What follows belongs to an exercise in optimizing a design on an open flow for small area; a production flow would make more cautious choices. Function was checked by simulation only, so behaviour that the tests miss may differ from the original. Power and IR drop assume default switching activity.

// phong_sphere_pixel_shader
module phong_sphere_pixel_shader #(
	parameter int COORD_BITS    = 11,
	parameter int SHININESS_MAX = 255
) (
	input  logic                         clk,
	input  logic                         arst_n,
	input  logic                         pixel_in_valid,
	output logic                         pixel_in_ready,
	input  logic signed [COORD_BITS-1:0] pixel_in_pixel_x,
	input  logic signed [COORD_BITS-1:0] pixel_in_pixel_y,
	input  logic signed [15:0]           pixel_in_light_pos_x,
	input  logic signed [15:0]           pixel_in_light_pos_y,
	input  logic signed [15:0]           pixel_in_light_pos_z,
	input  logic [15:0]                  pixel_in_light_red,
	input  logic [15:0]                  pixel_in_light_green,
	input  logic [15:0]                  pixel_in_light_blue,
	input  logic                         pixel_in_light_is_directional,
	input  logic                         pixel_in_last_light,
	output logic                         shade_out_valid,
	input  logic                         shade_out_ready,
	output logic [15:0]                  shade_out_red,
	output logic [15:0]                  shade_out_green,
	output logic [15:0]                  shade_out_blue,
	output logic                         shade_out_outside_sphere,
	input  logic                         cfg_valid,
	output logic                         cfg_ready,
	input  logic [2:0]                   cfg_index,
	input  logic [47:0]                  cfg_data
);
Size in the first run: roughly 410 flip-flops, ~0.022 mm2 of cells after synthesis.
Settings: LEC_CHECK=0, CAP_MARGIN=20, CORE_MARGIN=2, CORE_UTILIZATION=35, SLEW_MARGIN=20; clock period 14.0 ns.
standard.sh (not shown) runs the stock make flow with config.mk's settings and CLKGATE_MAP_FILE= SYNTH_SCRIPT=/design/flow/synth_recipe.tcl, a recipe that flattens the netlist after the stock synthesis.
==> flow/flow/run.sh <==
#!/bin/bash
# The standard layout (the standard.sh, unchanged synthesis, floorplan, power grid,
# placement and routing), with two knobs the standard flow exposes through the
# environment: the port buffers use the smallest buffer cell, and the clock tree is
# built without dummy loads. Every tool's output goes to flow_standard.log here.
set -euo pipefail
export BUFFER_PORTS_ARGS="-buffer_cell sky130_fd_sc_hd__buf_1"
export CTS_ARGS="-sink_clustering_enable -repair_clock_nets -dont_use_dummy_load -buf_list sky130_fd_sc_hd__clkbuf_4 -sink_clustering_size 20"
bash standard.sh > flow_standard.log 2>&1
==> next run, changes <==
--- a/flow/flow/run.sh
+++ b/flow/flow/run.sh
@@ -7,3 +7,3 @@
 export BUFFER_PORTS_ARGS="-buffer_cell sky130_fd_sc_hd__buf_1"
-export CTS_ARGS="-sink_clustering_enable -repair_clock_nets -dont_use_dummy_load -buf_list sky130_fd_sc_hd__clkbuf_4 -sink_clustering_size 20"
+export CTS_ARGS="-sink_clustering_enable -repair_clock_nets -dont_use_dummy_load -buf_list sky130_fd_sc_hd__clkbuf_8 -sink_clustering_size 30"
 bash standard.sh > flow_standard.log 2>&1
Effect: The changed run ran to the end with no violations; total power is higher by 5.8%; core utilization is higher by 0.34 points; count of clock-buffer cells in the layout is lower by 35; hold slack gets better by 0.047 ns; sequential cell count is unchanged; die area is unchanged; setup slack gets worse by 0.18 ns; non-clock buffer count does not change; sequential share of layout area is lower by 0.37 points; wire length is about the same; synthesized cell count stays the same.
==> next run, changes <==
--- a/flow/flow/run.sh
+++ b/flow/flow/run.sh
@@ -7,3 +7,3 @@
 export BUFFER_PORTS_ARGS="-buffer_cell sky130_fd_sc_hd__buf_1"
-export CTS_ARGS="-sink_clustering_enable -repair_clock_nets -dont_use_dummy_load -buf_list sky130_fd_sc_hd__clkbuf_8 -sink_clustering_size 30"
+export CTS_ARGS="-sink_clustering_enable -repair_clock_nets -dont_use_dummy_load -buf_list sky130_fd_sc_hd__clkbuf_2 -sink_clustering_size 16"
 bash standard.sh > flow_standard.log 2>&1
What happened: The new run finished clean. Count of clock-buffer cells in the layout increases by 32. Setup slack improved by 0.15 ns. Power shrinks by 12%. Worst hold slack loses 0.074 ns. Core utilization is lower by 0.80 points. First-iteration DRC count grows by 3.5%. Die area stays the same. Wire length is about the same. Combinational power went down by about 0.4%. Critical path depth rose by 3.

* * *

== job 1574 ==
phong_sphere_pixel_shader again, from the RTL that the note above started with.
clock: 14.0 ns
lec_check: 0
abc_area: 1
cap_margin: 20
core_margin: 2
core_utilization: 35
slew_margin: 20
==> flow/flow/run.sh <==
#!/bin/bash
# The standard layout (the standard.sh: unchanged synthesis, floorplan, power grid,
# placement and routing) with knobs the standard flow reads from the environment:
#  - the port buffers use the smallest buffer cell (buf_1);
#  - the clock tree is built from clkbuf_2 and clkbuf_4 cells, clustered 20 sinks a buffer, without
#    dummy loads.
# All tool output of the make run goes to flow_standard.log in this folder; ORFS also
# keeps each step's own log under orfs/logs.
set -euo pipefail
export BUFFER_PORTS_ARGS="-buffer_cell sky130_fd_sc_hd__buf_1"
export CTS_ARGS="-sink_clustering_enable -repair_clock_nets -dont_use_dummy_load -buf_list {sky130_fd_sc_hd__clkbuf_2 sky130_fd_sc_hd__clkbuf_4} -sink_clustering_size 20"
bash standard.sh > flow_standard.log 2>&1
Job 1574: all stages complete, timing, DRC and antenna checks passed
> inputs changed (job 1574 -> job 7267)
Settings: removing ABC_AREA (formerly 1).
==> flow/run.sh (new file) <==
#!/bin/bash
# synth_recipe.tcl (not shown) runs the flow's synth.tcl, then flattens the netlist and writes it again
# the make line also repeats each setting of config.mk as NAME=value (left out here)
make -C /OpenROAD-flow-scripts/flow DESIGN_CONFIG=/design/flow/config.mk WORK_HOME=/design/flow/orfs CLKGATE_MAP_FILE= SYNTH_SCRIPT=/design/flow/synth_recipe.tcl finish
removed: flow/flow/run.sh
removed: flow/standard.sh
==> comparison <==
Compared with job 1574, total number of nets in the final design in job 7267 decreased by more than 10%.
Job 7267 vs. job 1574: multiplexer share of the synthesized area went up by 5.5 points.
Diff job 1574 -> job 7267 | count of buffers not belonging to the clock network in the layout | increase of 24
The die width of job 7267 exceeds that of job 1574 by 2.1 µm.
In the flow results for job 1574 and job 7267, the placeable core region is smaller on job 1574.
Relative to job 1574, worst-path maximum fanout increased by about 22% in job 7267.
Delta(number of non-clock inverters in the layout, job 7267 - job 1574) < 0
Summary of job 7267 over job 1574: via count -1139; post-route cell area +11%; clock period minus final worst setup slack +0.97 ns.
Job 7267 leaves less setup margin than job 1574.
#### Input delta (job 9748 over job 7267)
==> flow/flow/run.sh (new file) <==
#!/bin/bash
# The standard layout (the standard.sh, unchanged synthesis, floorplan, power grid,
# placement and routing), with two knobs the standard flow exposes through the
# environment: the port buffers use the smallest buffer cell, and the clock tree is
# built without dummy loads. Every tool's output goes to flow_standard.log here.
set -euo pipefail
export BUFFER_PORTS_ARGS="-buffer_cell sky130_fd_sc_hd__buf_1"
export CTS_ARGS="-sink_clustering_enable -repair_clock_nets -dont_use_dummy_load"
bash standard.sh > flow_standard.log 2>&1
==> flow/standard.sh (new file) <==
#!/bin/bash
# synth_recipe.tcl (not shown) runs the flow's synth.tcl, then flattens the netlist and writes it again
# the make line also repeats each setting of config.mk as NAME=value (left out here)
make -C /OpenROAD-flow-scripts/flow DESIGN_CONFIG=/design/flow/config.mk WORK_HOME=/design/flow/orfs CLKGATE_MAP_FILE= SYNTH_SCRIPT=/design/flow/synth_recipe.tcl "${@:-finish}"
removed: flow/run.sh
## What came out
Job 9748 was carried through to the last stage, and its layout satisfied the timing, DRC and antenna checks. NOTE: fill cell total of the finished layout in job 9748 exceeds that of job 7267. Looking at job 9748 and job 7267, the placement row count is a wash. A highest metal layer with signal wires of met5 is what job 7267 shows, while met4 belongs to job 9748. Flip-flop and latch count: job 7267 vs job 9748 identical. Job 7267 has higher worst hold slack than job 9748. Job 9748 vs job 7267, most common cell after layout, fill and taps aside: sky130_fd_sc_hd__buf_1 vs sky130_fd_sc_hd__clkdlybuf4s50_1. Job 9748 vs. job 7267: relative slew slack higher, minimum clock period after layout lower, proportion of cell area occupied by multi-input gates higher, global-route usage roughly the same.
[inputs] job 579 vs job 9748
Settings: ABC_AREA newly set to 1.
==> flow/flow/run.sh <==
#!/bin/bash
# The standard layout (the standard.sh: unchanged synthesis, floorplan, power grid,
# placement and routing) with knobs the standard flow reads from the environment:
#  - the port buffers use the smallest buffer cell (buf_1);
#  - the clock tree is built from clkbuf_2 cells, clustered 16 sinks a buffer, without
#    dummy loads.
# All tool output of the make run goes to flow_standard.log in this folder; ORFS also
# keeps each step's own log under orfs/logs.
set -euo pipefail
export BUFFER_PORTS_ARGS="-buffer_cell sky130_fd_sc_hd__buf_1"
export CTS_ARGS="-sink_clustering_enable -repair_clock_nets -dont_use_dummy_load -buf_list sky130_fd_sc_hd__clkbuf_2 -sink_clustering_size 16"
bash standard.sh > flow_standard.log 2>&1
==> notes.md <==
- Relative to job 9748, sequential-to-total area share from yosys stat has gone up in job 579.
- Against job 9748, the final cell area of job 579 is lower.
- Relative to job 9748, the number of global-route vias before repair of job 579 is higher by 4.1%.
- When job 579 is set beside job 9748, its number of tap instances turns out to be 1.1% smaller.
- A top routing layer in use of met5 is what job 579 shows, while met4 belongs to job 9748.

==> port drivers added, routing unchanged <==
The results above use ideal ports. As a check the final layouts listed here were re-extracted and re-timed, cells and wires unchanged. Step 1: set_driving_cell puts a clkbuf_16 on clk and a buf_2 on each other input, an assumption about the parent block. Step 2 also shifts input and output timing later by t, the mid clock arrival at the registers, as if the neighbouring blocks saw the same clock. Slacks: ideal ports / drivers / drivers and shift; pairs: ideal ports / drivers.
run	t (ns)	setup WS [ns]	hold slack, ns	worst setup path after step 2
the first run of note 1	0.903	4.780 / 4.805 / 3.908	0.237 / 0.237 / 0.237	input to register
the second run of note 1	0.705	4.597 / 4.627 / 3.922	0.284 / 0.284 / 0.284	input to register
the third run of note 1	1.162	4.750 / 4.750 / 3.921	0.210 / 0.210 / 0.210	input to register
job 1574	0.901	5.143 / 5.143 / 4.424	0.240 / 0.240 / 0.240	input to register
job 7267	0.668	4.177 / 4.217 / 3.549	0.322 / 0.322 / 0.322	input to register
job 9748	0.631	4.517 / 4.555 / 3.924	0.314 / 0.314 / 0.314	input to register
job 579	1.123	5.097 / 5.097 / 4.449	0.192 / 0.192 / 0.192	input to register
After both steps every run listed still meets setup and hold. For the first run of note 1, which loses most, drivers alone change the setup slack by +0.025 ns; drivers and shift together by -0.872 ns.
